What follows belongs to an exercise in optimizing a design on an open flow for small area, a short achievable clock period and few clock cycles per item; a production flow would make more cautious choices.
Only simulation tests tie the RTL to the original design; equivalence was not proved.
No activity file was given, so power comes from the tool's default toggle rates.

==> flow/design.v, too long to show whole: its modules and the start of the top module <==
// module g_inv: 3 lines
// module g_nand2: 3 lines
// module g_nor2: 3 lines
// module g_xor2: 3 lines
// module g_xnor2: 3 lines
// module g_aoi21: 3 lines
// module g_oai21: 3 lines
// module g_aoi22: 3 lines
// module g_aoi222: 11 lines
// module g_mux2: 3 lines
// module g_nand3: 3 lines
// module g_nand4: 3 lines
// module g_nor3: 3 lines
// module g_mux2i: 3 lines
// module g_andn: 3 lines
// module g_nand2b: 3 lines
// module g_o221a: 10 lines
// module rf_bit: 11 lines
// module rf_read_port: 37 lines
// module alu: 1695 lines
// module alu_bit0: 27 lines
// module ooo_core_top: 162 lines
// module commit_port_reg: 18 lines
module ooo_core_top (
    input  logic        clk,
    input  logic        rst,
    input  logic        in_valid,
    input  logic [2:0]  in_op,
    input  logic [4:0]  in_rd,
    input  logic [4:0]  in_rs1,
    input  logic [4:0]  in_rs2,
    input  logic [31:0] in_imm,
    input  logic        in_use_imm,
    output logic        in_ready,
    output logic        commit_valid,
    output logic [4:0]  commit_rd,
    output logic [31:0] commit_value,
    output logic [31:0] commit_seq
);
  // ...
==> flow/flow/run.sh <==
#!/bin/bash
# The standard layout (the standard.sh, standard synthesis unchanged) with
# these changes to how the layout is made:
#  * before floorplanning, every combinational cell is set to its smallest
#    drive strength (flow/downsize.tcl); repair upsizes what the timing needs
#  * floorplanning removes synthesis buffers instead of repairing timing there
#  * ports are buffered with buf_2 (the default picks a delay cell); repair
#    resizes port buffers as the timing needs
# ORFS writes each step's log under orfs/logs/; make's own output goes to
# standard.log.
set -euo pipefail
here=$(pwd)
bash standard.sh SETUP_SLACK_MARGIN=6.0 REMOVE_ABC_BUFFERS=1 \
    PRE_FLOORPLAN_TCL="$here/flow/downsize.tcl" \
    BUFFER_PORTS_ARGS="-buffer_cell sky130_fd_sc_hd__buf_2" finish > standard.log 2>&1
==> flow/flow/downsize.tcl <==
# Set every combinational cell to the smallest drive strength of its kind; the
# flow's timing repair then upsizes only what the timing needs.
set block [ord::get_db_block]
set db [ord::get_db]
array set smallest {}
foreach lib [$db getLibs] {
  foreach m [$lib getMasters] {
    set n [$m getName]
    if {[regexp {^(sky130_fd_sc_hd__[a-z0-9]+)_([0-9]+)$} $n -> base sz]} {
      set lc [get_lib_cells -quiet $n]
      if {$lc eq ""} continue
      if {[get_property $lc dont_use]} continue
      set a [expr {[$m getWidth] * [$m getHeight]}]
      if {![info exists smallest($base)] || $a < [lindex $smallest($base) 1] ||
          ($a == [lindex $smallest($base) 1] && $sz == 1)} {
        set smallest($base) [list $n $a]
      }
    }
  }
}
set changed 0
foreach inst [$block getInsts] {
  set m [$inst getMaster]
  if {[$m isSequential]} continue
  set n [$m getName]
  if {![regexp {^(sky130_fd_sc_hd__[a-z0-9]+)_([0-9]+)$} $n -> base sz]} continue
  if {[string match "*clkbuf*" $base] || [string match "*conb*" $base]} continue
  if {![info exists smallest($base)]} continue
  set to [lindex $smallest($base) 0]
  if {$to ne $n} {
    replace_cell [$inst getName] $to
    incr changed
  }
}
puts "downsize: changed $changed instances"
==> flow/standard.sh <==
#!/bin/bash
# synth_recipe.tcl (not shown) runs the flow's synth.tcl, then flattens the netlist and writes it again
# the make line also repeats each setting of config.mk as NAME=value (left out here)
make -C /OpenROAD-flow-scripts/flow DESIGN_CONFIG=/design/flow/config.mk WORK_HOME=/design/flow/orfs CLKGATE_MAP_FILE= SYNTH_SCRIPT=/design/flow/synth_recipe.tcl "${@:-finish}"
==> flow/config.mk <==
export PLATFORM = sky130hd
export DESIGN_NAME = ooo_core_top
export DESIGN_NICKNAME = ooo_core_top
export VERILOG_FILES = /design/flow/design.v
export SDC_FILE = /design/flow/constraint.sdc
export NUM_CORES = 8
export LEC_CHECK = 0
export CAP_MARGIN = 20
export CORE_MARGIN = 2
export CORE_UTILIZATION = 65
export CTS_BUF_LIST = sky130_fd_sc_hd__clkbuf_16
export CTS_CLUSTER_DIAMETER = 80
export CTS_CLUSTER_SIZE = 20
export PLACE_DENSITY = 0.75
export SETUP_SLACK_MARGIN = 5
export SLEW_MARGIN = 20
export SYNTH_HIERARCHICAL = 1
==> flow/constraint.sdc <==
create_clock -name core_clock -period 9.0 [get_ports {clk}]
set_input_delay 1.8000 -clock core_clock [delete_from_list [all_inputs] [get_ports {clk}]]
set_output_delay 1.8000 -clock core_clock [all_outputs]
set_load 0.01 [all_outputs]
==> results.yml, run 1 <==
logic_synthesis:
  synth_cells: 4812
  yosysWarnings: 9
  syn_avg_cell_area_sq_um: 10.9
cts:
  clk_pin_slew_ps: 90
global_route:
  grt_overflow: 0
  grt_max_degree: 64
  grt.met1_usage: 0.657
  grtUsageMet2: 0.698
  grt_pass1_vias: 48300
sta:
  finalCriticalPeriod_ps: 3010
  finalHoldViolations: 0
  tns_ps: 0
  fin_crit_sh: 0.335
  max_freq_mhz: 332
final_layout:
  drive_above_1_share: 0.0918
  final_util: 0.725
  multi_input_area_sq_mm: 0.0252
  final_common_cell: "dfxtp_1"
  clock_area_frac: 0.0346
  nNonClkInverters: 257
  seq_area_sq_mm: 0.0266
setup_path:
  r2r_slack_ps: 5990
  start_kind: "flop"
  worst-r2r-cell-count: 11
  worst-path-buf-inv: 2
routing:
  ant_nets: 0
  via_count: 52500
  drcViolationCount: 0
  drtIter0Drc: 12800
  met1_length_mm: 76.9
floorplan:
  start_util: 0.655
  core-area_sq_mm: 0.0804
  n_tap_cell: 1060
power_and_ir_drop:
  p_comb_mw: 3.82
outcome:
  status: "complete, no violations"
placed_design:
  hpwl_mm: 129
Testbench counts, summed over its fixed seeds: cycles 16,024, items 16,000.
==> module ooo_core_top, before the edit <==
module ooo_core_top (
    input  logic        clk,
    input  logic        rst,
    input  logic        in_valid,
    input  logic [2:0]  in_op,
    input  logic [4:0]  in_rd,
    input  logic [4:0]  in_rs1,
    input  logic [4:0]  in_rs2,
    input  logic [31:0] in_imm,
    input  logic        in_use_imm,
    output logic        in_ready,
    output logic        commit_valid,
    output logic [4:0]  commit_rd,
    output logic [31:0] commit_value,
    output logic [31:0] commit_seq
);
    logic [31:1][31:0] rf;
    logic        ready_q;
    logic        wd_en;       
    logic [31:1] we;          
    logic [31:1] hold;        
    logic [31:1] xw;          
    logic        i_valid;
    logic [2:0]  i_op;
    logic [4:0]  i_rd;
    logic [31:0] i_imm;
    logic        i_use_imm;
    logic [31:1] i_sel_a;     
    logic [31:1] i_sel_b;     
    logic        i_fwd_a;     
    logic        i_fwd_b;
    logic        i_byp_a;     
    logic        i_byp_b;
    logic        x_valid;
    logic [4:0]  x_rd;
    logic [31:0] x_a_n;       
    logic [31:0] x_b;         
    logic        x_fwd_a;     
    logic        x_fwd_ar;    
    logic        x_nfwd_a;    
    logic        x_nfwd_ar;   
    logic        x_fwd_b;     
    logic        x_fwd_bn;    
    logic        x_nfwd_b;    
    logic        x_sub;       
    logic        x_sub_n;
    logic        x_sel_sum;   
    logic        x_sel_sp;    
    logic        x_sel_p;     
    logic        x_sel_g;     
    logic        x_nsel_sll;
    logic        x_nsel_srl;
    logic        x_sel_slt;
    logic        c_valid;
    logic [4:0]  c_rd;
    logic [31:0] c_value;
    logic [31:0] c_seq;
    always_comb begin
        for (int i = 1; i < 32; i++) xw[i] = x_valid && x_rd == 5'(i);
    end
    always_ff @(posedge clk) begin
        ready_q <= !rst;
        wd_en   <= !rst;
        if (rst) begin
            i_valid <= 1'b0;
        end else begin
            i_valid <= in_valid && ready_q;
        end
        i_op      <= in_op;
        i_rd      <= in_rd;
        i_imm     <= in_imm;
        i_use_imm <= in_use_imm;
        for (int i = 1; i < 32; i++) begin
            i_sel_a[i] <= in_rs1 == 5'(i) && !xw[i];
            i_sel_b[i] <= in_rs2 == 5'(i) && !xw[i] && !in_use_imm;
        end
        i_fwd_a <= i_valid && i_rd == in_rs1;
        i_fwd_b <= i_valid && i_rd == in_rs2 && !in_use_imm;
        i_byp_a <= x_valid && x_rd == in_rs1;
        i_byp_b <= x_valid && x_rd == in_rs2 && !in_use_imm;
    end
    logic        rd_zero;
    logic [31:0] rd_a_n;
    logic [31:0] rd_b_n;
    logic [31:0] rd_b;
    logic        op_sub;
    logic        op_srl;
    assign rd_zero = i_rd == 5'd0;
    rf_read_port #(.HAS_IMM(1'b0)) port_a (
        .sel(i_sel_a), .rf(rf), .byp(i_byp_a), .byp_value(c_value),
        .imm_sel(1'b0), .imm(32'd0), .q_n(rd_a_n)
    );
    rf_read_port port_b (
        .sel(i_sel_b), .rf(rf), .byp(i_byp_b), .byp_value(c_value),
        .imm_sel(i_use_imm), .imm(i_imm), .q_n(rd_b_n)
    );
    assign op_sub = i_op == 3'd1 || i_op == 3'd7;
    assign op_srl = i_op == 3'd6;
    for (genvar i = 0; i < 32; i++) begin : g_opnd
        g_xnor2 u_b (.a(rd_b_n[i]), .b(op_sub), .y(rd_b[i]));
    end
    always_ff @(posedge clk) begin
        if (rst) begin
            x_valid <= 1'b0;
        end else begin
            x_valid <= i_valid;
        end
        x_rd      <= i_rd;
        x_a_n     <= rd_a_n;
        x_b       <= rd_b;
        x_fwd_a   <= i_fwd_a && !op_srl;
        x_fwd_ar  <= i_fwd_a && op_srl;
        x_nfwd_a  <= !i_fwd_a && !op_srl;
        x_nfwd_ar <= !i_fwd_a && op_srl;
        x_fwd_b   <= i_fwd_b && !op_sub;
        x_fwd_bn  <= i_fwd_b && op_sub;
        x_nfwd_b  <= !i_fwd_b;
        x_sub     <= op_sub;
        x_sub_n   <= !op_sub;
        x_sel_sum  <= !rd_zero && (i_op == 3'd0 || i_op == 3'd1);
        x_sel_sp   <= !rd_zero && (i_op == 3'd0 || i_op == 3'd1 || i_op == 3'd3 || i_op == 3'd4);
        x_sel_p    <= !rd_zero && (i_op == 3'd3 || i_op == 3'd4);
        x_sel_g    <= !rd_zero && (i_op == 3'd2 || i_op == 3'd3);
        x_nsel_sll <= !(!rd_zero && i_op == 3'd5);
        x_nsel_srl <= !(!rd_zero && op_srl);
        x_sel_slt  <= !rd_zero && i_op == 3'd7;
    end
    logic [31:0] result;
    alu u_alu (
        .c(c_value), .x_a_n(x_a_n), .x_b(x_b),
        .fwd_a(x_fwd_a), .fwd_ar(x_fwd_ar), .nfwd_a(x_nfwd_a), .nfwd_ar(x_nfwd_ar),
        .fwd_b(x_fwd_b), .fwd_bn(x_fwd_bn), .nfwd_b(x_nfwd_b),
        .cin(x_sub), .cin_n(x_sub_n), .sel_sum(x_sel_sum), .sel_sp(x_sel_sp),
        .sel_p(x_sel_p), .sel_g(x_sel_g), .nsel_sll(x_nsel_sll), .nsel_srl(x_nsel_srl),
        .sel_slt(x_sel_slt),
        .result(result)
    );
    logic        c_valid_d;
    logic [31:0] c_seq_d;
    assign c_valid_d = !rst && x_valid;
    assign c_seq_d   = rst ? 32'd0 : c_valid ? c_seq + 32'd1 : c_seq;
    always_ff @(posedge clk) begin
        for (int i = 1; i < 32; i++) we[i] <= rst || xw[i];
        c_valid <= c_valid_d;
        c_seq   <= c_seq_d;
        c_rd    <= x_rd;
        c_value <= result;
    end
    commit_port_reg port_reg (
        .clk(clk), .ready_d(!rst), .valid_d(c_valid_d), .rd_d(x_rd), .value_d(result),
        .ready(in_ready), .valid(commit_valid), .rd(commit_rd), .value(commit_value)
    );
    assign commit_seq = c_seq;
    logic [31:0] wdata;
    assign wdata = wd_en ? c_value : 32'd0;
    assign hold = ~we;
    for (genvar i = 1; i < 32; i++) begin : g_rf
        for (genvar j = 0; j < 32; j++) begin : g_bit
            rf_bit u (.clk(clk), .we(we[i]), .hold(hold[i]), .d(wdata[j]), .q(rf[i][j]));
        end
    end
endmodule
==> inputs of run 2 (changes only) <==
--- a/flow/design.v
+++ b/flow/design.v
@@ -60,16 +60,25 @@
     input  logic a2,
     input  logic b1,
     input  logic b2,
     input  logic c1,
     output logic y
 );
     assign y = (a1 || a2) && (b1 || b2) && c1;
 endmodule
+module g_or2 (input logic a, input logic b, output logic y);
+    assign y = a || b;
+endmodule
+module g_and2 (input logic a, input logic b, output logic y);
+    assign y = a && b;
+endmodule
+module g_and2b (input logic a_n, input logic b, output logic y);
+    assign y = !a_n && b;
+endmodule
 `timescale 1ns/1ps
 module rf_bit (
     input  logic clk,
     input  logic we,
     input  logic hold,
     input  logic d,
     output logic q
 );
@@ -122,24 +131,25 @@
     input  logic        fwd_a,     
     input  logic        fwd_ar,    
     input  logic        nfwd_a,    
     input  logic        nfwd_ar,   
     input  logic        fwd_b,     
     input  logic        fwd_bn,    
     input  logic        nfwd_b,    
     input  logic        cin_n,     
-    input  logic        cin,       
     input  logic        sel_sum,   
     input  logic        sel_sp,    
     input  logic        sel_p,     
     input  logic        sel_g,     
     input  logic        nsel_sll,  
     input  logic        nsel_srl,  
     input  logic        sel_slt,
+    input  logic        sel_b0p,   
+    input  logic        sel_b0n,   
     output logic [31:0] result
 );
     logic [31:0] cn;
     logic [31:0] a;
     logic [31:0] b;
     logic [31:0] gn;
     logic [31:0] pn;
     logic [31:0] p;
@@ -761,18 +771,23 @@
     logic q0n_30;
     logic q1n_30;
     logic r0n_30;
     logic r1n_30;
     logic q0n_31;
     logic q1n_31;
     logic r0n_31;
     logic r1n_31;
-    logic x0n;
-    logic x1n;
+    logic q0n_0;
+    logic r0n_0;
+    logic lt0;
+    logic lt1;
+    logic ltn;
+    logic a31o;
+    logic a31np;
     g_inv u1 (.a(c[0]), .y(cn[0]));
     g_inv u2 (.a(c[1]), .y(cn[1]));
     g_inv u3 (.a(c[2]), .y(cn[2]));
     g_inv u4 (.a(c[3]), .y(cn[3]));
     g_inv u5 (.a(c[4]), .y(cn[4]));
     g_inv u6 (.a(c[5]), .y(cn[5]));
     g_inv u7 (.a(c[6]), .y(cn[6]));
     g_inv u8 (.a(c[7]), .y(cn[7]));
@@ -1799,48 +1814,24 @@
     g_o221a u1029 (.a1(nsel_sll), .a2(sh_n[30]), .b1(nsel_srl), .b2(sh_n[1]), .c1(q0n_30), .y(r0n_30));
     g_o221a u1030 (.a1(nsel_sll), .a2(sh_n[30]), .b1(nsel_srl), .b2(sh_n[1]), .c1(q1n_30), .y(r1n_30));
     g_mux2i u1031 (.a0(r0n_30), .a1(r1n_30), .s(G5_30), .y(result[30]));
     g_aoi22 u1032 (.a1(sel_sp), .a2(p[31]), .b1(sel_g), .b2(g[31]), .y(q0n_31));
     g_aoi222 u1033 (.a0(sel_sum), .b0(pn[31]), .a1(sel_p), .b1(p[31]), .a2(sel_g), .b2(g[31]), .y(q1n_31));
     g_o221a u1034 (.a1(nsel_sll), .a2(sh_n[31]), .b1(nsel_srl), .b2(sh_n[0]), .c1(q0n_31), .y(r0n_31));
     g_o221a u1035 (.a1(nsel_sll), .a2(sh_n[31]), .b1(nsel_srl), .b2(sh_n[0]), .c1(q1n_31), .y(r1n_31));
     g_mux2i u1036 (.a0(r0n_31), .a1(r1n_31), .s(G5_31), .y(result[31]));
-    alu_bit0 u_bit0 (.p(p[0]), .pn(pn[0]), .g(g[0]), .sh_n0(sh_n[0]), .sh_n31(sh_n[31]),
-                     .a31(a[31]), .p31(p[31]), .cin(cin), .sel_sum(sel_sum), .sel_sp(sel_sp),
-                     .sel_p(sel_p), .sel_g(sel_g), .nsel_sll(nsel_sll), .nsel_srl(nsel_srl),
-                     .sel_slt(sel_slt), .x0n(x0n), .x1n(x1n));
-    g_mux2i u1037 (.a0(x0n), .a1(x1n), .s(G5_31), .y(result[0]));
-endmodule
-module alu_bit0 (
-    input  logic p,
-    input  logic pn,
-    input  logic g,
-    input  logic sh_n0,
-    input  logic sh_n31,
-    input  logic a31,
-    input  logic p31,
-    input  logic cin,
-    input  logic sel_sum,
-    input  logic sel_sp,
-    input  logic sel_p,
-    input  logic sel_g,
-    input  logic nsel_sll,
-    input  logic nsel_srl,
-    input  logic sel_slt,
-    output logic x0n,
-    output logic x1n
-);
-    logic shift;
-    logic r;
-    assign shift = (!nsel_sll && !sh_n0) || (!nsel_srl && !sh_n31);
-    assign r = cin ? ((sel_sum && pn) || (sel_p && p) || (sel_g && g) || shift)
-                   : ((sel_sp && p) || (sel_g && g) || shift);
-    assign x0n = !(sel_slt ? (a31 || p31) : r);
-    assign x1n = !(sel_slt ? (a31 && !p31) : r);
+    g_aoi222 u1037 (.a0(sel_b0p), .b0(p[0]), .a1(sel_b0n), .b1(pn[0]), .a2(sel_g), .b2(g[0]), .y(q0n_0));
+    g_o221a u1038 (.a1(nsel_sll), .a2(sh_n[0]), .b1(nsel_srl), .b2(sh_n[31]), .c1(q0n_0), .y(r0n_0));
+    g_or2 u1039 (.a(a[31]), .b(p[31]), .y(a31o));
+    g_and2b u1040 (.a_n(p[31]), .b(a[31]), .y(a31np));
+    g_and2 u1041 (.a(sel_slt), .b(a31o), .y(lt0));
+    g_and2 u1042 (.a(sel_slt), .b(a31np), .y(lt1));
+    g_mux2i u1043 (.a0(lt0), .a1(lt1), .s(G5_31), .y(ltn));
+    g_nand2 u1044 (.a(r0n_0), .b(ltn), .y(result[0]));
 endmodule
 `timescale 1ns/1ps
 module ooo_core_top (
     input  logic        clk,
     input  logic        rst,
     input  logic        in_valid,
     input  logic [2:0]  in_op,
     input  logic [4:0]  in_rd,
@@ -1877,25 +1868,26 @@
     logic [31:0] x_b;         
     logic        x_fwd_a;     
     logic        x_fwd_ar;    
     logic        x_nfwd_a;    
     logic        x_nfwd_ar;   
     logic        x_fwd_b;     
     logic        x_fwd_bn;    
     logic        x_nfwd_b;    
-    logic        x_sub;       
-    logic        x_sub_n;
+    logic        x_sub_n;     
     logic        x_sel_sum;   
     logic        x_sel_sp;    
     logic        x_sel_p;     
     logic        x_sel_g;     
     logic        x_nsel_sll;
     logic        x_nsel_srl;
     logic        x_sel_slt;
+    logic        x_sel_b0p;   
+    logic        x_sel_b0n;   
     logic        c_valid;
     logic [4:0]  c_rd;
     logic [31:0] c_value;
     logic [31:0] c_seq;
     always_comb begin
         for (int i = 1; i < 32; i++) xw[i] = x_valid && x_rd == 5'(i);
     end
     always_ff @(posedge clk) begin
@@ -1950,34 +1942,35 @@
         x_b       <= rd_b;
         x_fwd_a   <= i_fwd_a && !op_srl;
         x_fwd_ar  <= i_fwd_a && op_srl;
         x_nfwd_a  <= !i_fwd_a && !op_srl;
         x_nfwd_ar <= !i_fwd_a && op_srl;
         x_fwd_b   <= i_fwd_b && !op_sub;
         x_fwd_bn  <= i_fwd_b && op_sub;
         x_nfwd_b  <= !i_fwd_b;
-        x_sub     <= op_sub;
         x_sub_n   <= !op_sub;
         x_sel_sum  <= !rd_zero && (i_op == 3'd0 || i_op == 3'd1);
         x_sel_sp   <= !rd_zero && (i_op == 3'd0 || i_op == 3'd1 || i_op == 3'd3 || i_op == 3'd4);
         x_sel_p    <= !rd_zero && (i_op == 3'd3 || i_op == 3'd4);
         x_sel_g    <= !rd_zero && (i_op == 3'd2 || i_op == 3'd3);
         x_nsel_sll <= !(!rd_zero && i_op == 3'd5);
         x_nsel_srl <= !(!rd_zero && op_srl);
         x_sel_slt  <= !rd_zero && i_op == 3'd7;
+        x_sel_b0p  <= !rd_zero && (i_op == 3'd0 || i_op == 3'd3 || i_op == 3'd4);
+        x_sel_b0n  <= !rd_zero && i_op == 3'd1;
     end
     logic [31:0] result;
     alu u_alu (
         .c(c_value), .x_a_n(x_a_n), .x_b(x_b),
         .fwd_a(x_fwd_a), .fwd_ar(x_fwd_ar), .nfwd_a(x_nfwd_a), .nfwd_ar(x_nfwd_ar),
         .fwd_b(x_fwd_b), .fwd_bn(x_fwd_bn), .nfwd_b(x_nfwd_b),
-        .cin(x_sub), .cin_n(x_sub_n), .sel_sum(x_sel_sum), .sel_sp(x_sel_sp),
+        .cin_n(x_sub_n), .sel_sum(x_sel_sum), .sel_sp(x_sel_sp),
         .sel_p(x_sel_p), .sel_g(x_sel_g), .nsel_sll(x_nsel_sll), .nsel_srl(x_nsel_srl),
-        .sel_slt(x_sel_slt),
+        .sel_slt(x_sel_slt), .sel_b0p(x_sel_b0p), .sel_b0n(x_sel_b0n),
         .result(result)
     );
     logic        c_valid_d;
     logic [31:0] c_seq_d;
     assign c_valid_d = !rst && x_valid;
     assign c_seq_d   = rst ? 32'd0 : c_valid ? c_seq + 32'd1 : c_seq;
     always_ff @(posedge clk) begin
         for (int i = 1; i < 32; i++) we[i] <= rst || xw[i];
==> run 2 against run 1 <==
Synthesized cell count about the same. Sequential share of layout area down 0.073 points. Clock-buffer cell count down 1. Combinational power down 3%. Setup slack better by 18 ps. First-iteration DRC count up 0.75%. Clock skew up 8.3 ps. Worst hold slack worse by 27 ps. Total power down 1.1%. Final cell count up 0.26%. Critical path depth down 10. Largest power group unchanged. Core utilization up 0.24 points. Still clean.
==> results.yml, run 2 <==
cts:
  cts_tree: "yes"
  cts_hold_buf: 0
  clk_pin_slew_ps: 80
  cts_buffer_depth: 3
  cts_buffers: 76
  htreeDepth: 3
  cts-root-buf: "clkbuf_16"
  worstSkewPairLatency_ps: 690
  cts.sinks: 1323
setup_path:
  arrival_ps: 1190
  cp.required_ps: 7200
  endpoint: "commit_seq[15]"
  worst-path-buf-inv: 1
  slowest_stage: "dfxtp_4"
  worst-r2r-cell-count: 11
  path_class: "reg -> out"
  start_kind: "flop"
  cp_top_family: "flip-flops"
  startpoint: "c_seq[15]"
  path_cells: "buf_2"
  slowest_delay_ps: 370
  r2r-start: "x_fwd_b"
  r2r_slack_ps: 6020
  cp_num_cells: 1
  cp_max_fo: 4
  r2r_end: "c_value[4]"
  crit_path_end_kind: "output pin"
global_route:
  grt_overflow: 0
  grtUsageMet2: 0.711
  antenna_found_initial: 9
  grt-busiest-layer: "met2"
  grt_pass1_vias: 48700
  grt_pass1_wl_mm: 317
  grtUsageTotal: 0.511
  met3_usage: 0.229
  grt.met1_usage: 0.621
  grt_max_degree: 64
power_and_ir_drop:
  switchingPower_mw: 5.38
  power_mw: 15.7
  p_per_area_mw_per_mm2: 268
  pwr-share-seq: 0.537
  pwr-share-clk: 0.226
  swShare: 0.343
  power_frac_comb: 0.237
  peakVddDrop_v: 0.000219
  leakage_nw: 22.5
  intPower_mw: 10.3
logic_synthesis:
  syn_avg_cell_area_sq_um: 11.0
  synth_cells: 4808
  yosysWarnings: 9
  syn_area_sq_mm: 0.0527
final_layout:
  seq_area_sq_mm: 0.0266
  multi_input_area_sq_mm: 0.0252
  finalNetCount: 5235
  fill_cells: 5970
  final_common_cell: "dfxtp_1"
  syn_to_final_growth_pct: 10.9
  largest_reg_flops: 992
  fin_cells: 6263
  finalInstanceArea_sq_mm: 0.0585
  drive_above_1_share: 0.0956
  top_register: "g_rf.g_bit.u.q"
  final_cell_mix: "dfxtp_1 (1274), a22o_1 (992), a222oi_1 (704)"
  final_util: 0.727
sta:
  tns_ps: 0
  fin_crit_sh: 0.332
  max_freq_mhz: 334
  slew_headroom: 0.157
  setup_viol: 0
  finalCriticalPeriod_ps: 2990
  whs_ps: 413
  maxSlewViolCount: 0
  rsz0062_at_grt: "false"
  setup_slack_ps: 6010
  finalHoldViolations: 0
  worst_pin_slew_ps: 1260
  clock-skew-final_ps: 42.8
floorplan:
  rows: 104
  chipHeight_um: 289
  start_util: 0.655
  die_w_um: 289
  die-area_sq_mm: 0.0834
  core-area_sq_mm: 0.0804
  io-pin-count: 125
placed_design:
  dp.cells: 6125
  hpwl_mm: 130
  gp_congestion: 0.989
  port_buffers: 124
  placedInstanceArea_sq_mm: 0.0558
  pre_cts_ws_ps: 5120
routing:
  drt_pass1_iterations: 20
  drtIter0Drc: 12900
  via_count: 52500
  drcViolationCount: 0
  via_per_inst: 8.38
  detail_route.wirelength_mm: 226
  post_drt_wl_per_cell_um: 36.1
  ant_nets: 0
run:
  maxCapViolations: 0
hold_path:
  min-delay-path-class: "reg -> reg"
  hold_start: "i_rd[2]"
outcome:
  status: "complete, no violations"
-- run 2: repair_timing --
item / CTS / global route
pin swaps: 0 / 1
endpoints found under the setup margin: 94 / 95
gates resized for setup: 61 / 54
buffers inserted: 4 / 33
-- run 2: worst min path at each step --
stage / to / cells after the start
floorplan: x_nfwd_b / 1
global placement: x_rd[4] / 0
detailed placement: x_rd[3] / 0
CTS: x_rd[2] / 0
global route: x_rd[2] / 0
finish: x_rd[2] / 0
-- run 2: power by group through the flow --
stage               Combinational (mW)  Sequential (mW)  Clock [mW]
finish                            3.72             8.42        3.54
global route                      3.89             8.54        3.70
CTS                               3.51             8.35        3.50
detailed placement                3.49             8.45           0
global placement                  3.39             8.42           0
floorplan                         2.33             8.19           0
-- run 2: area by class of cell --
type / instances / area share
Tap cell: 1060 / 0.0227
Antenna cell: 14 / 0.000599
Multi-Input combinational cell: 3192 / 0.431
Clock inverter: 11 / 0.00220
Inverter: 259 / 0.0166
Clock buffer: 76 / 0.0325
Sequential cell: 1323 / 0.455
Timing Repair Buffer: 328 / 0.0388
-- run 2: metal layers --
metal / wire length (um) / part of all wire
met5: 414 / 0.0018
met4: 20600 / 0.091
met3: 40100 / 0.18
met2: 88700 / 0.39
met1: 76200 / 0.34
Testbench counts of run 2, summed over its fixed seeds: cycles 16,024, items 16,000.

afterwards: timing with drivers on the ports:
No port has a modelled driver above. Below, the same layouts with a new extraction and two added sets of constraints. Step 1, drivers: a clkbuf_16 drives clk and a buf_2 each remaining input, both assumed. Step 2 times the ports against the registers' clock, not the clock port: input delays grow and output delays shrink by t, the midpoint of the rising clock arrivals with the driver on. Slacks: no drivers / after step 1 / after step 2; pairs: no drivers / after step 1.
run	t (ns)	setup WS [ns]	worst setup path after step 2	worst register clock-pin slew, ns	pins driven straight from the clock port
run 1	0.734	5.989 / 5.931 / 5.733	input to register	0.09 / 0.09	1
run 2	0.747	6.008 / 5.932 / 5.730	input to register	0.09 / 0.09	1
After both steps every run listed still meets setup and hold. The setup slack of run 2, which loses most, moves by -0.076 ns with the drivers and by -0.278 ns with both steps.
